Source: an optimization exercise on an open RTL-to-GDS flow (aim: small area, a short achievable clock period and few clock cycles). Production flows keep margins and buffers that such runs may drop. In this exercise RTL edits were held to simulation tests only and were not proved equivalent to the original. No activity file was given, so power comes from the tool's default toggle rates.

--- flow/config.mk ---
export PLATFORM = sky130hd
export DESIGN_NAME = dfs_parent_tree_adjacency_matrix
export DESIGN_NICKNAME = dfs_parent_tree_adjacency_matrix
export VERILOG_FILES = /design/flow/design.v
export SDC_FILE = /design/flow/constraint.sdc
export NUM_CORES = 4
export LEC_CHECK = 0
export CAP_MARGIN = 20
export CORE_MARGIN = 2
export CORE_UTILIZATION = 40
export SLEW_MARGIN = 20
--- flow/constraint.sdc ---
create_clock -name core_clock -period 6.0 [get_ports {i_clk}]
set_input_delay 1.2000 -clock core_clock [delete_from_list [all_inputs] [get_ports {i_clk}]]
set_output_delay 1.2000 -clock core_clock [all_outputs]
set_load 0.01 [all_outputs]
--- flow/design.v ---
`timescale 1ns / 1ps
package dfs_pkg;
    localparam int MAX_VERTICES = 32;
    localparam int VIDX_W       = $clog2(MAX_VERTICES);
    localparam int CNT_W        = VIDX_W + 1;
    typedef enum logic {
        OP_LOAD   = 1'b0,
        OP_SEARCH = 1'b1
    } t_op;
    typedef struct packed {
        t_op                       op;
        logic [VIDX_W-1:0]         row_index;
        logic [MAX_VERTICES-1:0]   row_bits;
        logic [VIDX_W-1:0]         start_vertex;
    } t_item;
    typedef struct packed {
        logic [VIDX_W-1:0] vertex;
        logic [VIDX_W-1:0] parent;
        logic              reached;
        logic              last;
    } t_result;
endpackage
`timescale 1ns / 1ps
module dfs_ram #(
    parameter int WIDTH = 32,
    parameter int DEPTH = 32,
    parameter int AW    = $clog2(DEPTH)
) (
    input  logic                   i_clk,
    input  logic                   i_we,
    input  logic [AW-1:0]          i_waddr,
    input  logic [WIDTH-1:0]       i_wdata,
    output logic [DEPTH*WIDTH-1:0] o_rows
);
    logic [WIDTH-1:0] r_mem [0:DEPTH-1];
    always_ff @(posedge i_clk) begin
        if (i_we) begin
            r_mem[i_waddr] <= i_wdata;
        end
    end
    genvar g;
    generate
        for (g = 0; g < DEPTH; g++) begin : g_out
            assign o_rows[g*WIDTH +: WIDTH] = r_mem[g];
        end
    endgenerate
endmodule
`timescale 1ns / 1ps
module dfs_search (
    input  logic        i_clk,
    input  logic        i_rst_n,
    input  logic [5:0]  i_num_raw,
    input  logic        i_valid,
    output logic        o_ready,
    input  logic        i_op,
    input  logic [4:0]  i_row_index,
    input  logic [31:0] i_row_bits,
    input  logic [4:0]  i_start,
    output logic        o_res_valid,
    input  logic        i_res_ready,
    output logic [15:0] o_res_data,
    output logic        o_res_last
);
    function automatic logic [31:0] f_sor(input logic [31:0] x);
        logic [31:0] s;
        s = x;
        s = s | (s >> 1);
        s = s | (s >> 2);
        s = s | (s >> 4);
        s = s | (s >> 8);
        s = s | (s >> 16);
        f_sor = s;
    endfunction
    function automatic logic [4:0] f_enc(input logic [31:0] oh);
        logic [4:0] e;
        e = '0;
        for (int i = 0; i < 32; i++) begin
            for (int b = 0; b < 5; b++) begin
                if ((i >> b) & 1) e[b] = e[b] | oh[i];
            end
        end
        f_enc = e;
    endfunction
    function automatic logic [5:0] f_pop(input logic [31:0] x);
        logic [1:0] p1 [0:15];
        logic [2:0] p2 [0:7];
        logic [3:0] p3 [0:3];
        logic [4:0] p4 [0:1];
        for (int i = 0; i < 16; i++) p1[i] = {1'b0, x[2*i]} + {1'b0, x[2*i+1]};
        for (int i = 0; i < 8; i++)  p2[i] = {1'b0, p1[2*i]} + {1'b0, p1[2*i+1]};
        for (int i = 0; i < 4; i++)  p3[i] = {1'b0, p2[2*i]} + {1'b0, p2[2*i+1]};
        for (int i = 0; i < 2; i++)  p4[i] = {1'b0, p3[2*i]} + {1'b0, p3[2*i+1]};
        f_pop = {1'b0, p4[0]} + {1'b0, p4[1]};
    endfunction
    function automatic logic [31:0] f_low(input logic [31:0] x);
        f_low = x & (~x + 32'd1);
    endfunction
    logic [5:0]  nn;
    logic [4:0]  nm1;
    logic [31:0] nmask;
    always_comb begin
        if (i_num_raw == 6'd0)       nn = 6'd1;
        else if (i_num_raw > 6'd32)  nn = 6'd32;
        else                         nn = i_num_raw;
        nm1 = 5'(nn - 6'd1);
        for (int i = 0; i < 32; i++) nmask[i] = (6'(i) < nn);
    end
    logic        st_idle, st_run, st_done;
    logic        pend_v;
    logic [4:0]  pend_s;
    logic [31:0] cur;         
    logic        cur_v;
    logic [31:0] tf, f1;      
    logic [159:0] sm;         
    logic [31:0] am;          
    logic [5:0]  cmem;        
    logic [31:0] wp;          
    logic [31:0] visited, dirty, reached;
    logic [159:0] par;
    logic        chk;         
    logic [31:0] hp;          
    logic [5:0]  mp;          
    logic [4:0]  srcb;        
    logic        kp;          
    logic        rep;         
    logic        o_v, o_last;
    logic [4:0]  o_k;
    logic [31:0] o_r;
    logic [159:0] o_p;
    logic        fire, ld, srch;
    logic [1023:0] rows;
    assign o_ready = (st_idle | st_done) & ~pend_v;
    assign fire    = i_valid & o_ready;
    assign ld      = fire & ~i_op;
    assign srch    = fire & i_op;
    dfs_ram #(.WIDTH(32), .DEPTH(32)) u_rows (
        .i_clk   (i_clk),
        .i_we    (ld),
        .i_waddr (i_row_index),
        .i_wdata (i_row_bits),
        .o_rows  (rows)
    );
    logic out_free, take, copy;
    assign take     = o_v & i_res_ready;
    assign out_free = ~o_v | (i_res_ready & o_last);
    assign copy     = st_done & out_free;
    assign o_res_valid = o_v;
    assign o_res_last  = o_last;
    assign o_res_data  = {5'd0, o_r[0], o_p[4:0] & {5{o_r[0]}}, o_k};
    logic        start;
    logic [4:0]  sv;
    logic        s_ok;
    logic [31:0] s_oh;
    assign sv    = pend_v ? pend_s : i_start;
    assign start = (st_idle & (pend_v | srch)) | (copy & pend_v);
    assign s_ok  = (6'(sv) < nn);
    assign s_oh  = 32'd1 << sv;
    logic [4:0]  bcur;
    logic [31:0] vis_new, rowc, hits, h_hi;
    logic        fresh, hits_any;
    logic [31:0] dead_old, dead_new;
    logic [31:0] tfa, tf_s, tf_hi, tf_above;
    logic        tf_any;
    logic [31:0] f1a, f1_s, f1_hi, f1_above;
    logic        f1_any;
    logic [31:0] a_s, a_hi, a_above;
    logic        a_any;
    logic [4:0]  mem_val;
    logic [31:0] lo;
    logic [4:0]  lo_b;
    logic        lo_dead;
    logic        tf_nz, f1_nz;
    logic [5:0]  cb;
    logic        drop, in_rep, stall, proc, pop;
    logic        spill_en;
    logic [31:0] l1, l2;
    logic [31:0] eq_cur, eq_src;
    always_comb begin
        bcur     = f_enc(cur);
        vis_new  = visited | cur;
        fresh    = ~|(cur & visited);
        for (int j = 0; j < 32; j++) begin
            logic acc;
            acc = 1'b0;
            for (int i = 0; i < 32; i++) acc = acc | (cur[i] & rows[i*32 + j]);
            rowc[j] = acc;
        end
        hits     = rowc & nmask & ~vis_new;
        hits_any = |hits;
        h_hi     = hits & ~(f_sor(hits) >> 1);
        dead_old = visited & ~dirty;
        dead_new = vis_new & ~dirty;
        tfa      = tf & ~dead_new;
        tf_s     = f_sor(tfa);
        tf_above = tf_s >> 1;
        tf_hi    = tfa & ~tf_above;
        tf_any   = tf_s[0];
        f1a      = f1 & ~dead_old;
        f1_s     = f_sor(f1a);
        f1_above = f1_s >> 1;
        f1_hi    = f1a & ~f1_above;
        f1_any   = f1_s[0];
        a_s      = f_sor(am);
        a_above  = a_s >> 1;
        a_hi     = am & ~a_above;
        a_any    = a_s[0];
        mem_val  = '0;
        for (int i = 0; i < 32; i++) mem_val = mem_val | (sm[i*5 +: 5] & {5{a_hi[i]}});
        lo       = f_low(f1);
        lo_b     = f_enc(lo);
        lo_dead  = |(lo & dead_old);
        tf_nz    = |tf;
        f1_nz    = |f1;
        cb       = cmem + f_pop(tf) + f_pop(f1);
        drop     = chk & (f_pop(hp) > mp);
        in_rep   = rep | drop;
        stall    = ~in_rep & cur_v & tf_nz & f1_nz;
        proc     = ~in_rep & cur_v & ~stall;
        pop      = ~in_rep & ~cur_v;
        spill_en = st_run & ~drop & f1_nz & (stall | rep | (proc & ~|(lo & cur)));
        l1       = f_low(hp);
        l2       = f_low(hp & ~l1);
        for (int i = 0; i < 32; i++) begin
            eq_cur[i] = (sm[i*5 +: 5] == bcur);
            eq_src[i] = (sm[i*5 +: 5] == srcb);
        end
    end
    always_ff @(posedge i_clk) begin
        if (!i_rst_n) begin
            st_idle <= 1'b1;
            st_run  <= 1'b0;
            st_done <= 1'b0;
            pend_v  <= 1'b0;
            o_v     <= 1'b0;
        end else begin
            if (srch & st_done) begin
                pend_v <= 1'b1;
                pend_s <= i_start;
            end else if (start & pend_v) begin
                pend_v <= 1'b0;
            end
            if (copy) begin
                o_v    <= 1'b1;
                o_k    <= 5'd0;
                o_last <= (nm1 == 5'd0);
                o_r    <= reached;
                o_p    <= par;
            end else if (take) begin
                o_k    <= o_k + 5'd1;
                o_last <= ((o_k + 5'd1) == nm1);
                o_r    <= {1'b0, o_r[31:1]};
                o_p    <= {5'd0, o_p[159:5]};
                if (o_last) o_v <= 1'b0;
            end
            if (start) begin
                st_idle <= 1'b0;
                st_run  <= s_ok;
                st_done <= ~s_ok;
                cur     <= s_oh;
                cur_v   <= s_ok;
                tf      <= '0;
                f1      <= '0;
                am      <= '0;
                cmem    <= '0;
                wp      <= 32'd1;
                visited <= '0;
                dirty   <= '0;
                reached <= s_ok ? s_oh : 32'd0;
                for (int i = 0; i < 32; i++) begin
                    if (s_oh[i]) par[i*5 +: 5] <= sv;
                end
                chk     <= 1'b0;
                kp      <= 1'b0;
                rep     <= 1'b0;
            end else if (copy) begin
                st_idle <= 1'b1;
                st_done <= 1'b0;
            end else if (st_run) begin
                begin
                    logic [31:0] a1, kill;
                    a1 = am;
                    if (pop & ~f1_any & a_any) a1 = am & a_above;
                    kill = '0;
                    if (proc & fresh & ~hits_any) kill = kill | eq_cur;
                    if (kp & ~drop)               kill = kill | eq_src;
                    for (int i = 0; i < 32; i++) begin
                        if (spill_en & wp[i]) begin
                            am[i]          <= ~lo_dead;
                            sm[i*5 +: 5]   <= lo_b;
                        end else begin
                            am[i]          <= a1[i] & ~kill[i];
                        end
                    end
                    if (spill_en) begin
                        cmem <= cmem + 6'd1;
                        wp   <= wp << 1;
                    end else if (pop & ~f1_any & a_any) begin
                        cmem <= {1'b0, f_enc(a_hi)};
                        wp   <= a_hi;
                    end
                end
                kp  <= proc & fresh & hits_any;
                chk <= proc & hits_any;
                if (in_rep) begin
                    logic [31:0] base;
                    base = drop ? 32'd0 : tf;
                    if (drop) dirty <= dirty | (32'd1 << srcb);
                    if (mp == 6'd1) begin
                        cur   <= l1;
                        cur_v <= 1'b1;
                        tf    <= base;
                        rep   <= 1'b0;
                    end else if (mp == 6'd2) begin
                        cur   <= l2;
                        cur_v <= 1'b1;
                        tf    <= base | l1;
                        rep   <= 1'b0;
                    end else begin
                        cur_v <= 1'b0;
                        cur   <= '0;
                        tf    <= base | l1 | l2;
                        hp    <= hp & ~(l1 | l2);
                        mp    <= mp - 6'd2;
                        rep   <= 1'b1;
                    end
                    if (spill_en) f1 <= f1 & ~lo;
                end else if (stall) begin
                    f1 <= f1 & ~lo;
                end else if (proc) begin
                    visited <= vis_new;
                    reached <= reached | hits;
                    for (int i = 0; i < 32; i++) begin
                        if (hits[i]) par[i*5 +: 5] <= bcur;
                    end
                    hp   <= hits;
                    mp   <= nn - cb;
                    srcb <= bcur;
                    f1   <= (spill_en ? (f1 & ~lo) : f1) | (hits_any ? tf : 32'd0);
                    if (hits_any) begin
                        cur   <= h_hi;
                        cur_v <= 1'b1;
                        tf    <= hits & ~h_hi;
                    end else begin
                        cur   <= tf_hi;
                        cur_v <= tf_any;
                        tf    <= tf_any ? (tf & tf_above) : 32'd0;
                    end
                end else begin
                    tf <= '0;
                    if (f1_any) begin
                        cur   <= f1_hi;
                        cur_v <= 1'b1;
                        f1    <= f1 & f1_above;
                    end else if (a_any) begin
                        cur   <= 32'd1 << mem_val;
                        cur_v <= 1'b1;
                        f1    <= '0;
                    end else begin
                        cur_v   <= 1'b0;
                        f1      <= '0;
                        st_run  <= 1'b0;
                        st_done <= 1'b1;
                    end
                end
            end
        end
    end
endmodule
`timescale 1ns / 1ps
module dfs_parent_tree_adjacency_matrix (
    input  logic        i_clk,
    input  logic        i_rst_n,
    input  logic        i_cfg_we,
    input  logic [5:0]  i_cfg_wdata,       
    input  logic        s_axis_tvalid,
    output logic        s_axis_tready,
    input  logic [47:0] s_axis_tdata,      
    input  logic        s_axis_tuser,      
    output logic        m_axis_tvalid,
    input  logic        m_axis_tready,
    output logic [15:0] m_axis_tdata,      
    output logic        m_axis_tlast
);
    logic [5:0] r_num_vertices;
    always_ff @(posedge i_clk) begin
        if (!i_rst_n) begin
            r_num_vertices <= 6'd32;
        end else if (i_cfg_we) begin
            r_num_vertices <= i_cfg_wdata;
        end
    end
    dfs_search u_search (
        .i_clk         (i_clk),
        .i_rst_n       (i_rst_n),
        .i_num_raw     (r_num_vertices),
        .i_valid       (s_axis_tvalid),
        .o_ready       (s_axis_tready),
        .i_op          (s_axis_tuser),
        .i_row_index   (s_axis_tdata[4:0]),
        .i_row_bits    (s_axis_tdata[36:5]),
        .i_start       (s_axis_tdata[41:37]),
        .o_res_valid   (m_axis_tvalid),
        .i_res_ready   (m_axis_tready),
        .o_res_data    (m_axis_tdata),
        .o_res_last    (m_axis_tlast)
    );
endmodule
--- flow/run.sh ---
#!/bin/bash
# synth_recipe.tcl (not shown) runs the flow's synth.tcl, then flattens the netlist and writes it again
# the make line also repeats each setting of config.mk as NAME=value (left out here)
make -C /OpenROAD-flow-scripts/flow DESIGN_CONFIG=/design/flow/config.mk WORK_HOME=/design/flow/orfs CLKGATE_MAP_FILE= SYNTH_SCRIPT=/design/flow/synth_recipe.tcl finish
==> qor.csv <==
metric,value,unit
status,finished with violations,
violations,negative setup slack,
worst_slew_pin_slew,1.21,ns
numCtsBuffers,198,
post-route-cell-area,0.108,mm²
clock-root-buffer,clkbuf_16,
holdWs,0.471,ns
gp_congestion,1.04,
cp-end-kind,register,
netlist_top_cells_area,"edfxtp_1 64%, a22oi_1 4.6%, nand2_1 4.2%",
nNetsFinal,7894,
yosys.area_share.simple,13.1,%
maxSlewHeadroom,18.3,%
ant_nets,0,
dr.max_layer_used,met5,
synth_xor_xnor_area_share,3.50,%
ys_seq_area_share,64.3,%
cts_tree,done,
core_area,0.217,mm²
grt_pass1_wl,527,mm
ir_drop,2160,µV
critical_path_class,reg -> reg,
drive_gt1_share,20.4,%
avgSynthCellArea,12.5,µm²
final_cells,10700,
dieArea,0.221,mm²
wire_per_inst,36.5,µm
antenna_found_initial,20,
worstSetupStartpointType,register,
synth_top_family_by_area,simple AND/OR/NAND/NOR gates,
overflow,0,
synth_common_cells,"1856 x edfxtp_1, 970 x nand2_1, 529 x a22oi_1",
dr.pass1.iters,6,
synth_largest_area_cell,edfxtp_1,
route.met2.wl,167,mm
min_period_over_period,123,%
report.final.slew_viol_count,0,
rr_endpoint,u_search.mp[5],
netlist_instances,6960,
areaGrowthSynthToFinish,23.8,%
yosys_warnings,15,
dp_hpwl,257,mm
min_to,u_search.o_p[69],
synth_edf_count,1856,
ys_types,94,
synthMuxAreaShare,0.291,%
ys_seq_elements,1867,
crit_fanout,2,
ys.flop_type,edfxtp_1,
finClkSkew,0.107,ns
die_w,470,µm
async_reset_ff_share,0,%
remaining_drc_errors,0,
io_buffer_count,67,
fin_crit,7.37,ns
synth-compound-area-share,12.4,%
wl,390,mm
cp.required,6.57,ns
syn_area,0.0870,mm²
postLayoutCoreUtil,49.7,%
ctsHoldBuffers,0,
min_path_cells,2,
vias,68900,
pre_cts_ws,-1.81,ns
finalHoldViolations,0,
pin_count,79,
cts_buffer_depth,3,
worstPathArrival,7.95,ns
p_leak,37.0,nW
clk_pin_slew,0.06,ns
start_util,40.1,%
rows,171,
place_area,0.0966,mm²
hp-class,reg -> reg,
dp_cells,10200,
synthAdderAreaFrac,3.29,%
p_per_area,570,mW/mm²
setup_viol_count_final,772,
hold_start,u_search.par[69],
r2r_slack,-1.37,ns
clock_sinks,1867,
cap_viol_max_count,0,
met1Wirelength,157,mm
reg2reg_depth,22,
synth_top_cell_area_share,64.1,%
vias_per_cell,6.44,
drt_iter0_drc,11700,
grt_usage,33.9,%
htree_levels,4,
rr_startpoint,u_search.tf[23],
first_global_vias,64700,
setup_slack,-1.37,ns
final.fill_count,18900,
insertion_delay,0.92,ns
grt_max_degree,120,
yosysMostFrequentCell,edfxtp_1,
fmax,136,MHz
die_h,470,µm
route.met3.wl,46.4,mm
rsz0062_at_grt,yes,
power breakdown:
part           internal (mW)  total [mW]  switching, mW
clock network           7.23        12.8           5.58
registers               15.5        15.9          0.465
logic                   14.4        32.7           18.3
total                   37.1        61.4           24.3
layer usage:
metal / vias to the layer above / global-route usage [%]
li1: 28100 / -
met2: 4904 / 49.6
met1: 35000 / 48.0
met5: - / 0
met4: 26 / 14.6
met3: 918 / 8.34
stage by stage:
stage	setup TNS [ns]	power, mW
2_1_floorplan	-831.69	34.6
3_3_place_gp	-1189.35	43.9
3_5_place_dp	-1049.36	43.6
4_1_cts	-1044.27	58.0
5_1_grt	-1116.92	62.4
6_report	-884.67	61.4
cell type report:
type	count	area [µm²]	area share (%)
flip-flops and latches	1867	56000	52.0
multi-input cells	4426	31000	28.8
repair buffers	938	9520	8.84
clock buffers	239	5110	4.74
well taps	2854	3570	3.32
clock inverters	136	1650	1.53
inverters	228	863	0.802
diodes	10	25.0	0.0232
flip-flops by register name (all words and copies together) (netlist names), 32 cells and up:
| name | flops |
|---|---|
| u_search.dirty | 32 |
| u_search.am | 32 |
| u_search.wp | 32 |
| u_search.reached | 32 |
| u_search.sm | 160 |
| u_search.o_r | 32 |
| u_search.hp | 32 |
| u_search.u_rows.r_mem | 1024 |
| u_search.visited | 32 |
| u_search.f1 | 32 |
| u_search.cur | 32 |
| u_search.o_p | 160 |
| u_search.par | 160 |
| u_search.tf | 32 |
logic make-up after synthesis:
group                      count (synthesis)
AOI/OAI and AO/OA                       1503
xor gates and xnor gates                 348
adders and majority gates                179
buffers and inverters                    671
DFF                                     1867
muxes                                     24
other                                      1
and+or+nand+nor                         2367
worst max-delay path: stages, from the launching register on:
cell and delay, ns:
edfxtp_1 0.54, inv_1 0.15, fa_1 0.52, fa_1 0.43, fa_1 0.51, inv_1 0.06, fa_1 0.41, inv_1 0.08
fa_1 0.44, fa_1 0.55, fa_1 0.53, fa_1 0.46, fa_1 0.51, fa_1 0.55, ha_1 0.14, inv_1 0.05
fa_1 0.40, xnor2_1 0.19, xnor2_1 0.15, xnor2_1 0.15, xnor2_1 0.12, nand2_1 0.07, o21ai_0 0.07
cell usage in the layout, fill, tap and decap left out, types with 66 or more instances in the layout:
cell             netlist  layout
edfxtp_1            1856    1856
nand2_1              970     941
buf_4                  9     627
a22oi_1              529     529
nor2_1               355     303
xnor2_1              237     237
nand4_1              223     223
inv_1                228     220
clkbuf_16              0     213
o21ai_0              204     166
nand3_1              180     158
a21oi_1              182     122
nor3_1               137     119
xor2_1               111     111
buf_12                 0     107
buf_6                  8      94
ha_1                  91      90
fa_1                  84      82
nor4_1                87      70
clkdlybuf4s50_1        0      66
worst max-delay path by stage:
stage | from | end | slack [ns]
final | u_search.tf[23] | u_search.mp[5] | -1.37
after CTS | u_search.hp[21] | u_search.am[5] | -1.62
after detailed placement | u_search.hp[19] | u_search.am[24] | -1.81
after floorplan | u_search.hp[23] | u_search.par[125] | -1.94
after global routing | u_search.hp[17] | u_search.am[19] | -1.68
after global placement | u_search.hp[19] | u_search.am[27] | -1.99
repair_timing:
item                       CTS  global route
setup endpoints to repair  772           772
gates resized for setup    298           357
setup buffers               60            60
gates cloned                13            23
pin swaps                   94           132
Testbench counts, summed over its fixed seeds: cycles 25,678.

[static timing again, ports no longer ideal]
No port has a modelled driver above. Below, the same layout with a new extraction and two added sets of constraints. Step 1: set_driving_cell puts a clkbuf_16 on i_clk and a buf_2 on each other input, an assumption about the parent block. Step 2 moves the port delays by t, midway between the first and last clock arrival at a register: inputs arrive t later, outputs are due t later. That takes back most of the time a late clock gives input paths. Three values: no drivers, after step 1, after step 2; two values: the first two.
t (ns): 0.952
setup WS [ns]: -1.373 / -1.373 / -1.373
slew at the worst register clock pin (ns): 0.07 / 0.07
worst slew at a driven data input, ns: 0.16
For this run, drivers alone change the setup slack by 0.000 ns; drivers and shift together by 0.000 ns.
